This design comes from an exercise in tuning for small area, a short achievable clock period and few clock cycles on the open sky130 flow, not from production work.
In this exercise RTL edits were held to simulation tests only and were not proved equivalent to the original.

Setup of run A:
==> flow/design.v (excerpt) <==
module par_loop_top (
	input wire clk,
	input wire rst_n,
	input wire req,
	input wire signed [31:0] start,
	input wire signed [31:0] stride,
	input wire [11:0] count,
	output logic ack,
	output logic [31:0] result
);
clock: 10.0 ns
lec_check: 0
cap_margin: 20
core_margin: 2
core_utilization: 40
place_density: 0.6
setup_slack_margin: 5
slew_margin: 20
standard.sh (not shown) runs the stock make flow with config.mk's settings and CLKGATE_MAP_FILE= SYNTH_SCRIPT=/design/flow/synth_recipe.tcl, a recipe that flattens the netlist after the stock synthesis.
==> flow/flow/run.sh <==
#!/bin/bash
set -e
sed 's/SETUP_SLACK_MARGIN=5 /SETUP_SLACK_MARGIN=7 /' standard.sh > standard_m7.sh
grep -q 'SETUP_SLACK_MARGIN=7 ' standard_m7.sh
bash standard_m7.sh > standard.log 2>&1
Run A finished every stage and its layout cleared the timing, design-rule and antenna checks.
Testbench counts of run A, summed over its fixed seeds: cycles 3,364.
For run B, these inputs were changed with respect to run A:
==> flow/run.sh (new file) <==
#!/bin/bash
# synth_recipe.tcl (not shown) runs the flow's synth.tcl, then flattens the netlist and writes it again
# the make line also repeats each setting of config.mk as NAME=value (left out here)
make -C /OpenROAD-flow-scripts/flow DESIGN_CONFIG=/design/flow/config.mk WORK_HOME=/design/flow/orfs CLKGATE_MAP_FILE= SYNTH_SCRIPT=/design/flow/synth_recipe.tcl finish
removed: flow/flow/run.sh
removed: flow/standard.sh
Results
Against run A as the reference, run B delivers a lower layout overhead on the synthesized area. Compared to run A, run B has final clock period utilization by the worst path 3.9 points higher.
#### Input delta (run C over run B)
Settings: CTS_BUF_LIST newly set to sky130_fd_sc_hd__clkbuf_4 sky130_fd_sc_hd__clkbuf_8.
==> flow/flow/run.sh (new file) <==
#!/bin/bash
set -e
export BUFFER_PORTS_ARGS="-buffer_cell sky130_fd_sc_hd__buf_1"
sed 's/SETUP_SLACK_MARGIN=5 /SETUP_SLACK_MARGIN=6.7 /' standard.sh > standard_margin.sh
grep -q 'SETUP_SLACK_MARGIN=6.7 ' standard_margin.sh
bash standard_margin.sh > standard.log 2>&1
==> flow/standard.sh (new file) <==
#!/bin/bash
# synth_recipe.tcl (not shown) runs the flow's synth.tcl, then flattens the netlist and writes it again
# the make line also repeats each setting of config.mk as NAME=value (left out here)
make -C /OpenROAD-flow-scripts/flow DESIGN_CONFIG=/design/flow/config.mk WORK_HOME=/design/flow/orfs CLKGATE_MAP_FILE= SYNTH_SCRIPT=/design/flow/synth_recipe.tcl "${@:-finish}"
removed: flow/run.sh
- Routability-driven placement congestion ratio of run C is on par with run B.
- Looking at first-pass GRT wire length, run C sits 1.1% above run B.
- Comparing run C and run B, the lower sequential share of layout area was measured on run B.
- Relative to run B, the delay of the slowest critical-path stage of run C is lower by 30 ps.
- In run C, the setup slack came out 350 ps above the value in run B.
diff inputs: run C => run D
Settings: PLACE_DENSITY changed from 0.6 to 0.75; CORE_UTILIZATION changed from 40 to 60; CTS_BUF_LIST removed (was sky130_fd_sc_hd__clkbuf_4 sky130_fd_sc_hd__clkbuf_8).
==> flow/run.sh (new file) <==
#!/bin/bash
# synth_recipe.tcl (not shown) runs the flow's synth.tcl, then flattens the netlist and writes it again
# the make line also repeats each setting of config.mk as NAME=value (left out here)
make -C /OpenROAD-flow-scripts/flow DESIGN_CONFIG=/design/flow/config.mk WORK_HOME=/design/flow/orfs CLKGATE_MAP_FILE= SYNTH_SCRIPT=/design/flow/synth_recipe.tcl finish
removed: flow/flow/run.sh
removed: flow/standard.sh
Findings:
Side by side, non-clock buffer count turned out lower in run D than in run C. The share of the core filled with cells number comes out higher for run D vs run C. Looking at clock period minus final worst setup slack across run D and run C, the one that comes out higher is run D. Fraction of cell area in non-clock buffers delta for run D relative to run C: 2.0 points higher. Diff run C -> run D | number of search-and-repair iterations in the first detailed-routing pass | increase of 2.

* * *

Starting RTL as in the previous note.
==> flow/config.mk <==
export PLATFORM = sky130hd
export DESIGN_NAME = par_loop_top
export DESIGN_NICKNAME = par_loop_top
export VERILOG_FILES = /design/flow/design.v
export SDC_FILE = /design/flow/constraint.sdc
export NUM_CORES = 4
export LEC_CHECK = 0
export CAP_MARGIN = 20
export CORE_MARGIN = 2
export CORE_UTILIZATION = 40
export PLACE_DENSITY = 0.6
export SETUP_SLACK_MARGIN = 5
export SLEW_MARGIN = 20
==> flow/constraint.sdc <==
create_clock -name core_clock -period 10.0 [get_ports {clk}]
set_input_delay 2.0000 -clock core_clock [delete_from_list [all_inputs] [get_ports {clk}]]
set_output_delay 2.0000 -clock core_clock [all_outputs]
set_load 0.01 [all_outputs]
==> flow/flow/run.sh <==
#!/bin/bash
set -e
export BUFFER_PORTS_ARGS="-buffer_cell sky130_fd_sc_hd__buf_1"
bash standard.sh > standard.log 2>&1
Testbench counts at the start, summed over its fixed seeds: cycles 3,364.
Then changed:
==> flow/flow/run.sh (replaced) <==
#!/bin/bash
set -e
export BUFFER_PORTS_ARGS="-buffer_cell sky130_fd_sc_hd__buf_1"
sed 's/SETUP_SLACK_MARGIN=5 /SETUP_SLACK_MARGIN=7.0 /' standard.sh > standard_margin.sh
grep -q 'SETUP_SLACK_MARGIN=7.0 ' standard_margin.sh
bash standard_margin.sh > standard.log 2>&1
Hold slack is better by 6.0 ps.
Synthesized cell count is unchanged.
Maximum frequency rises by roughly a tenth.
Area after synthesis stays the same.
Cell area grows by roughly a tenth.
Worst setup slack gains 450 ps.
Sequential share of layout area is lower by 2.2 points.
Then changed:
==> flow/flow/run.sh (replaced) <==
#!/bin/bash
set -e
export BUFFER_PORTS_ARGS="-buffer_cell sky130_fd_sc_hd__buf_1"
sed 's/SETUP_SLACK_MARGIN=5 /SETUP_SLACK_MARGIN=6.4 /' standard.sh > standard_margin.sh
grep -q 'SETUP_SLACK_MARGIN=6.4 ' standard_margin.sh
bash standard_margin.sh > standard.log 2>&1
Synthesized area stays the same.
Setup slack degrades by 160 ps.
Final cell count falls by 3.7%.
Then changed:
==> flow/run.sh (new file) <==
#!/bin/bash
# synth_recipe.tcl (not shown) runs the flow's synth.tcl, then flattens the netlist and writes it again
# the make line also repeats each setting of config.mk as NAME=value (left out here)
make -C /OpenROAD-flow-scripts/flow DESIGN_CONFIG=/design/flow/config.mk WORK_HOME=/design/flow/orfs CLKGATE_MAP_FILE= SYNTH_SCRIPT=/design/flow/synth_recipe.tcl finish
- ABC_AREA: unset -> 1
removed: flow/flow/run.sh
removed: flow/standard.sh
What happened: Core utilization goes up by 0.88 points; clock skew goes down by 40 ps; via count goes up by about a fifth; first-iteration DRC count goes up by roughly a tenth; fmax goes down by roughly a tenth; critical path depth goes up by 4; final area goes up by roughly a tenth; cell count goes up by a quarter to a third; worst setup slack gets worse by 510 ps.
Then changed:
==> flow/flow/run.sh (new file) <==
#!/bin/bash
set -e
sed 's/SETUP_SLACK_MARGIN=5 /SETUP_SLACK_MARGIN=6 /' standard.sh > standard_m7.sh
grep -q 'SETUP_SLACK_MARGIN=6 ' standard_m7.sh
bash standard_m7.sh > standard.log 2>&1
==> flow/standard.sh (new file) <==
#!/bin/bash
# synth_recipe.tcl (not shown) runs the flow's synth.tcl, then flattens the netlist and writes it again
# the make line also repeats each setting of config.mk as NAME=value (left out here)
make -C /OpenROAD-flow-scripts/flow DESIGN_CONFIG=/design/flow/config.mk WORK_HOME=/design/flow/orfs CLKGATE_MAP_FILE= SYNTH_SCRIPT=/design/flow/synth_recipe.tcl "${@:-finish}"
- ABC_AREA: 1 -> unset
removed: flow/run.sh
After rerunning: Clock skew goes up by 19 ps; count of clock-buffer cells in the layout goes down by 1; critical path depth shrinks by 11; design area drops by 5.3%.

* * *

== red ==
par_loop_top again, from the RTL that the note above started with.
Settings: LEC_CHECK=0, CAP_MARGIN=20, CORE_MARGIN=2, CORE_UTILIZATION=40, PLACE_DENSITY=0.6, SETUP_SLACK_MARGIN=5, SLEW_MARGIN=20; clock period 10.0 ns.
==> flow/flow/run.sh <==
#!/bin/bash
set -e
export BUFFER_PORTS_ARGS="-buffer_cell sky130_fd_sc_hd__buf_1"
sed 's/SETUP_SLACK_MARGIN=5 /SETUP_SLACK_MARGIN=6.7 /' standard.sh > standard_margin.sh
grep -q 'SETUP_SLACK_MARGIN=6.7 ' standard_margin.sh
bash standard_margin.sh > standard.log 2>&1
Testbench counts of red, summed over its fixed seeds: cycles 3,364.
Input changes introduced in blue (baseline for comparison: red):
-- flow/config.mk --
<<< red, line 10
export CORE_UTILIZATION = 40
export PLACE_DENSITY = 0.6
>>> blue, line 10
export CORE_UTILIZATION = 40
export CTS_BUF_LIST = sky130_fd_sc_hd__clkbuf_8
export PLACE_DENSITY = 0.6
## What came out
blue finished all stages; the layout is clean. Against red, blue reports a post-route minimum period that is higher. Total routed wirelength delta for blue relative to red: 1.5% higher. | met2 track utilization from global routing | blue vs red | 0.44 points higher |. On cell area, red and blue are neck and neck. Re non-clock buffer count: red and blue aren't equal, and the higher value belongs to blue.
Here is what was changed in the inputs of green compared with blue.
==> flow/flow/run.sh <==
#!/bin/bash
set -e
export BUFFER_PORTS_ARGS="-buffer_cell sky130_fd_sc_hd__buf_1"
sed 's/SETUP_SLACK_MARGIN=5 /SETUP_SLACK_MARGIN=6.85 /' standard.sh > standard_margin.sh
grep -q 'SETUP_SLACK_MARGIN=6.85 ' standard_margin.sh
bash standard_margin.sh > standard.log 2>&1
-- flow/config.mk --
<<< blue, line 10
export CORE_UTILIZATION = 40
export CTS_BUF_LIST = sky130_fd_sc_hd__clkbuf_8
export PLACE_DENSITY = 0.6
>>> green, line 10
export CORE_UTILIZATION = 40
export PLACE_DENSITY = 0.6
Results
blue -> green: number of sinks handled by clock tree synthesis delta 0, exact match. No stage failed in blue, and the final checks on the layout all came back clean. green finished end to end and its layout was clean on timing, DRC and antenna. Diff blue -> green: final area has increased, proportion of cell area occupied by multi-input gates has decreased, detailed-routed wire length on met2 has increased. For number of standard cells in the layout, taps in and fillers out, green and blue come out practically identical. The maximum frequency from static timing analysis number comes out higher for green vs blue. Between blue and green, met2 usage in global routing decreased.

## static timing again, ports no longer ideal
In the flow no input, the clock included, has a driving cell. The finished layouts below were timed again as built, in two steps.
Step 1 sets driving cells, clkbuf_16 on the clock port and buf_2 on the other inputs (assumed; they add their load-dependent delay and slew).
Step 2 adds t to the input delays and takes it off the output delays; t is the mean of the earliest and latest rising clock arrival at the registers after step 1. Input paths then give back, and output paths get back, about the clock's delay inside the block.
Slacks: ideal ports / drivers / drivers and shift; pairs: ideal ports / drivers.
run	t, ns	setup slack, ns	worst setup path after step 2	latest minus earliest clock arrival (ns)	pins driven straight from the clock port
run A	0.649	6.639 / 6.579 / 6.399	input to register	0.023 / 0.023	1
run B	0.614	6.247 / 6.190 / 5.936	input to register	0.032 / 0.032	1
run C	0.693	6.592 / 6.534 / 6.197	input to register	0.057 / 0.058	1
run D	0.641	6.066 / 6.066 / 5.983	input to register	0.016 / 0.016	1
the first run of note 2	0.642	6.192 / 6.192 / 6.192	register to register	0.022 / 0.022	1
the second run of note 2	0.644	6.641 / 6.582 / 6.393	input to register	0.014 / 0.014	1
the third run of note 2	0.653	6.483 / 6.483 / 6.245	input to register	0.053 / 0.053	1
the fourth run of note 2	0.659	5.970 / 5.970 / 5.970	register to register	0.015 / 0.015	1
the fifth run of note 2	0.614	6.247 / 6.190 / 5.936	input to register	0.032 / 0.032	1
red	0.639	6.642 / 6.587 / 6.211	input to register	0.024 / 0.024	1
blue	0.692	6.606 / 6.549 / 6.202	input to register	0.063 / 0.063	1
green	0.639	6.642 / 6.580 / 6.350	input to register	0.019 / 0.018	1
After both steps every run listed still meets setup and hold. For red, which loses most, drivers alone change the setup slack by -0.055 ns; drivers and shift together by -0.431 ns.
